This design comes from an exercise in tuning for small area, a short achievable clock period and few clock cycles per item on the open sky130 flow, not from production work. Only simulation tests tie the RTL to the original design; equivalence was not proved. Power and IR drop assume default switching activity.

## ifmap_converter
module ifmap_converter
(
	input  logic clk,
	input  logic reset,
	input  logic [64-1:0] in_data,
	input  logic in_empty_n,
	output logic in_read,
	input  logic out_full_n,
	output logic [64-1:0] out_data,
	output logic out_last,
	output logic out_write
);
Size in the first run: about 10000 cells after synthesis, ~4700 flip-flops, roughly 140 I/O pins.
clock: 5.0 ns
lec_check: 0
cap_margin: 20
core_margin: 2
core_utilization: 45
cts_cluster_diameter: 100
cts_cluster_size: 20
setup_slack_margin: 2.5
slew_margin: 20
run.sh (not shown) runs the stock make flow with config.mk's settings and CLKGATE_MAP_FILE= SYNTH_SCRIPT=/design/flow/synth_recipe.tcl, a recipe that flattens the netlist after the stock synthesis.
Testbench counts at the start, summed over its fixed seeds: cycles 8,712, tiles 128.
Edit:
--- a/flow/design.v
+++ b/flow/design.v
@@ -33,26 +33,23 @@
 		dec3 = 8'(1) << x;
 	endfunction
 	logic [6-1:0] tk_n;
 	logic [6-1:0] tk_n1;
 	logic [11:0] tk_t;
 	logic tk_wrap;
-	logic in_hold;
 	logic [2:0] tk_k;
-	assign take = ~in_hold & in_empty_n;
+	assign take = in_read & in_empty_n;
 	assign tk_wrap = (tk_n == '1);
 	always_ff @(posedge clk or posedge reset) begin
 		if (reset) begin
 			in_read <= 1'b0;
-			in_hold <= 1'b1;
 			tk_n <= '0;
 			tk_n1 <= 6'(1);
 			tk_t <= 12'd1;
 		end else begin
 			in_read <= wr_room;
-			in_hold <= ~wr_room;
 			if (take) begin
 				if (tk_wrap) begin
 					tk_n <= '0;
 					tk_n1 <= 6'(1);
 					tk_t <= {tk_t[10:0], tk_t[11]};
 				end else begin
@@ -247,18 +244,14 @@
 	logic rd;
 	logic s1_valid;
 	logic s1_last;
 	logic [64-1:0] s1_data;
 	logic [2:0] s1_p;
 	logic [64-1:0] packed_word;
-	logic s2_valid;
-	logic out_idle;
-	logic s2_last;
-	logic [64-1:0] s2_data;
 	assign rd_ok = {1'b0, occ} >= {2'b00, need};
-	assign adv = out_idle | out_full_n;
+	assign adv = ~out_write | out_full_n;
 	assign rd = adv & rd_ok;
 	always_ff @(posedge clk or posedge reset) begin
 		if (reset) begin
 			occ <= '0;
 			pend <= '0;
 		end else begin
@@ -327,40 +320,24 @@
 			packed_word[(8-1-k)*8 +: 8] =
 				s1_data[(3'(k) ^ s1_p)*8 +: 8];
 		end
 	end
 	always_ff @(posedge clk or posedge reset) begin
 		if (reset) begin
-			s2_valid <= 1'b0;
-			s2_last <= 1'b0;
-		end else if (adv) begin
-			s2_valid <= s1_valid;
-			s2_last <= s1_last;
-		end
-	end
-	always_ff @(posedge clk) begin
-		if (adv) begin
-			s2_data <= packed_word;
-		end
-	end
-	always_ff @(posedge clk or posedge reset) begin
-		if (reset) begin
 			out_write <= 1'b0;
-			out_idle <= 1'b1;
 			out_last <= 1'b0;
 		end else if (adv) begin
-			out_write <= s2_valid;
-			out_idle <= ~s2_valid;
-			out_last <= s2_last;
+			out_write <= s1_valid;
+			out_last <= s1_last;
 		end
 	end
 	always_ff @(posedge clk or posedge reset) begin
 		if (reset) begin
 			out_data <= '0;
 		end else if (adv) begin
-			out_data <= s2_data;
+			out_data <= packed_word;
 		end
 	end
 endmodule
 `timescale 1ns/1ns
 module ifmap_converter
 (
=>
- The changed run completed without violations
- worst setup slack improved by 140 ps
- hold slack improved by 13 ps
- global-route usage is higher by 0.19 points
- synthesized area fell by 1.3%
- first-iteration DRC count shrinks by 0.71%
- non-clock buffer count falls by 37
Testbench counts after the change, summed over its fixed seeds: cycles 8,704, tiles 128.

* * *

## yarrow
ifmap_converter, a different RTL version from the one above (not shown whole).
Size in the first run: roughly 11000 cells after synthesis, ~4800 flip-flops, roughly 180000 um2 of cells after synthesis.
// ifmap_converter
module ifmap_converter
(
	input  logic clk,
	input  logic reset,
	input  logic [64-1:0] in_data,
	input  logic in_empty_n,
	output logic in_read,
	input  logic out_full_n,
	output logic [64-1:0] out_data,
	output logic out_last,
	output logic out_write
);
	logic take;
	logic wr_en;
	logic [8*8-1:0] wr_hi_n;
	logic [8*8-1:0] wr_lo_n;
	logic [64-1:0] wr_data;
	logic wr_room;
	logic [8*8-1:0] rd_hi;
	logic [8*8-1:0] rd_lo;
	logic [64-1:0] rd_data_lo;
	logic [64-1:0] rd_data_hi;
	tile_writer writer_i (
		.clk(clk),
		.reset(reset),
		.in_data(in_data),
		.in_empty_n(in_empty_n),
		.in_read(in_read),
		.wr_room(wr_room),
		.take(take),
		.wr_hi_n(wr_hi_n),
		.wr_lo_n(wr_lo_n),
		.wr_data(wr_data)
	);
	always_ff @(posedge clk or posedge reset) begin
		if (reset) begin
			wr_en <= 1'b0;
		end else begin
			wr_en <= take;
		end
	end
	tile_buffer buffer_i (
		.clk(clk),
		.wr_hi_n(wr_hi_n),
		.wr_lo_n(wr_lo_n),
		.wr_data(wr_data),
		.rd_hi(rd_hi),
		.rd_lo(rd_lo),
		.rd_data_lo(rd_data_lo),
		.rd_data_hi(rd_data_hi)
	);
	transpose_reader reader_i (
		.clk(clk),
		.reset(reset),
		.take(take),
  ...
export LEC_CHECK = 0
export CAP_MARGIN = 20
export CORE_MARGIN = 2
export CORE_UTILIZATION = 45
export CTS_CLUSTER_DIAMETER = 100
export CTS_CLUSTER_SIZE = 20
export SETUP_SLACK_MARGIN = 2.5
export SLEW_MARGIN = 20
create_clock -name core_clock -period 5.0 [get_ports {clk}]
Testbench counts of yarrow, summed over its fixed seeds: cycles 8,712, tiles 128.
Relative to yarrow, the following input files were edited for raven:
-- flow/design.v --
<<< yarrow, line 94
	input  logic [8*8-1:0] rd_hi,
	input  logic [8*8-1:0] rd_lo,
	output logic [64-1:0] rd_data_lo,
	output logic [64-1:0] rd_data_hi
);
	localparam int DEPTH = 64;
>>> raven, line 94
	input  logic [8*8-1:0] rd_hi,
	input  logic [8*8-1:0] rd_lo,
	output logic [64-1:0] rd_data
);
	localparam int DEPTH = 64;
<<< yarrow, line 123
				end
			end
			rd_data_lo[b*8 +: 8] = '0;
			rd_data_hi[b*8 +: 8] = '0;
			for (int h = 0; h < 8 / 2; h++) begin
				rd_data_lo[b*8 +: 8] = rd_data_lo[b*8 +: 8] |
					(grp[h] & {8{hi[h]}});
				rd_data_hi[b*8 +: 8] = rd_data_hi[b*8 +: 8] |
					(grp[h + 8 / 2] & {8{hi[h + 8 / 2]}});
			end
		end
>>> raven, line 122
				end
			end
			rd_data[b*8 +: 8] = '0;
			for (int h = 0; h < 8; h++) begin
				rd_data[b*8 +: 8] = rd_data[b*8 +: 8] |
					(grp[h] & {8{hi[h]}});
			end
		end
<<< yarrow, line 142
	input  logic wr_en,
	output logic wr_room,
	input  logic [64-1:0] rd_data_lo,
	input  logic [64-1:0] rd_data_hi,
	output logic [8*8-1:0] rd_hi,
	output logic [8*8-1:0] rd_lo,
>>> raven, line 138
	input  logic wr_en,
	output logic wr_room,
	input  logic [64-1:0] rd_data,
	output logic [8*8-1:0] rd_hi,
	output logic [8*8-1:0] rd_lo,
<<< yarrow, line 253
	logic s1_valid;
	logic s1_last;
	logic [64-1:0] s1_lo;
	logic [64-1:0] s1_hi;
	logic [64-1:0] s1_data;
	logic [2:0] s1_p;
>>> raven, line 248
	logic s1_valid;
	logic s1_last;
	logic [64-1:0] s1_data;
	logic [2:0] s1_p;
<<< yarrow, line 326
	always_ff @(posedge clk or posedge reset) begin
		if (reset) begin
			s1_lo <= '0;
			s1_hi <= '0;
		end else if (adv) begin
			s1_lo <= rd_data_lo;
			s1_hi <= rd_data_hi;
		end
	end
>>> raven, line 319
	always_ff @(posedge clk or posedge reset) begin
		if (reset) begin
			s1_data <= '0;
		end else if (adv) begin
			s1_data <= rd_data;
		end
	end
<<< yarrow, line 338
		end
	end
	assign s1_data = s1_lo | s1_hi;
	always_comb begin
		for (int k = 0; k < 8; k++) begin
>>> raven, line 329
		end
	end
	always_comb begin
		for (int k = 0; k < 8; k++) begin
<<< yarrow, line 399
	logic [8*8-1:0] rd_hi;
	logic [8*8-1:0] rd_lo;
	logic [64-1:0] rd_data_lo;
	logic [64-1:0] rd_data_hi;
	tile_writer writer_i (
		.clk(clk),
>>> raven, line 389
	logic [8*8-1:0] rd_hi;
	logic [8*8-1:0] rd_lo;
	logic [64-1:0] rd_data;
	tile_writer writer_i (
		.clk(clk),
<<< yarrow, line 427
		.rd_hi(rd_hi),
		.rd_lo(rd_lo),
		.rd_data_lo(rd_data_lo),
		.rd_data_hi(rd_data_hi)
	);
	transpose_reader reader_i (
>>> raven, line 416
		.rd_hi(rd_hi),
		.rd_lo(rd_lo),
		.rd_data(rd_data)
	);
	transpose_reader reader_i (
<<< yarrow, line 436
		.wr_en(wr_en),
		.wr_room(wr_room),
		.rd_data_lo(rd_data_lo),
		.rd_data_hi(rd_data_hi),
		.rd_hi(rd_hi),
		.rd_lo(rd_lo),
>>> raven, line 424
		.wr_en(wr_en),
		.wr_room(wr_room),
		.rd_data(rd_data),
		.rd_hi(rd_hi),
		.rd_lo(rd_lo),
[summary]
raven vs. yarrow: slew at the pin with the worst max-slew slack up 0.0078 ns; non-clock buffer instance count of the final layout now larger; total power shrank by 12%; number of standard cells in the layout, taps in and fillers out now sits lower; internal power contribution decreased by 0.0039 W relative to the old numbers. In the flow results for raven and yarrow, the fraction of power consumed by the clock network is larger on raven. Peak per-stage delay on the critical path in raven is 0.02 ns below yarrow.
Testbench counts of raven, summed over its fixed seeds: cycles 8,712, tiles 128.

## what the ideal ports hide
The results above use ideal ports. As a check the final layouts listed here were re-extracted and re-timed, cells and wires unchanged. Step 1, drivers: a clkbuf_16 drives clk and a buf_2 each remaining input, both assumed. Step 2 times the ports against the registers' clock, not the clock port: input delays grow and output delays shrink by t, the midpoint of the rising clock arrivals with the driver on. a / b / c = no drivers / after step 1 / after step 2; a / b = the first two.
run | shift t [ns] | slack for setup (ns) | worst register clock-pin slew, ns | pins driven straight from the clock port
the first run of note 1 | 1.056 | 2.087 / 2.087 / 1.466 | 0.09 / 0.09 | 1
the second run of note 1 | 1.063 | 2.228 / 2.227 / 1.481 | 0.10 / 0.10 | 1
yarrow | 1.051 | 2.356 / 2.245 / 1.534 | 0.09 / 0.09 | 1
raven | 1.055 | 2.387 / 2.267 / 1.643 | 0.10 / 0.10 | 1
After both steps every run listed still meets setup and hold. For yarrow, which loses most, drivers alone change the setup slack by -0.111 ns; drivers and shift together by -0.822 ns.
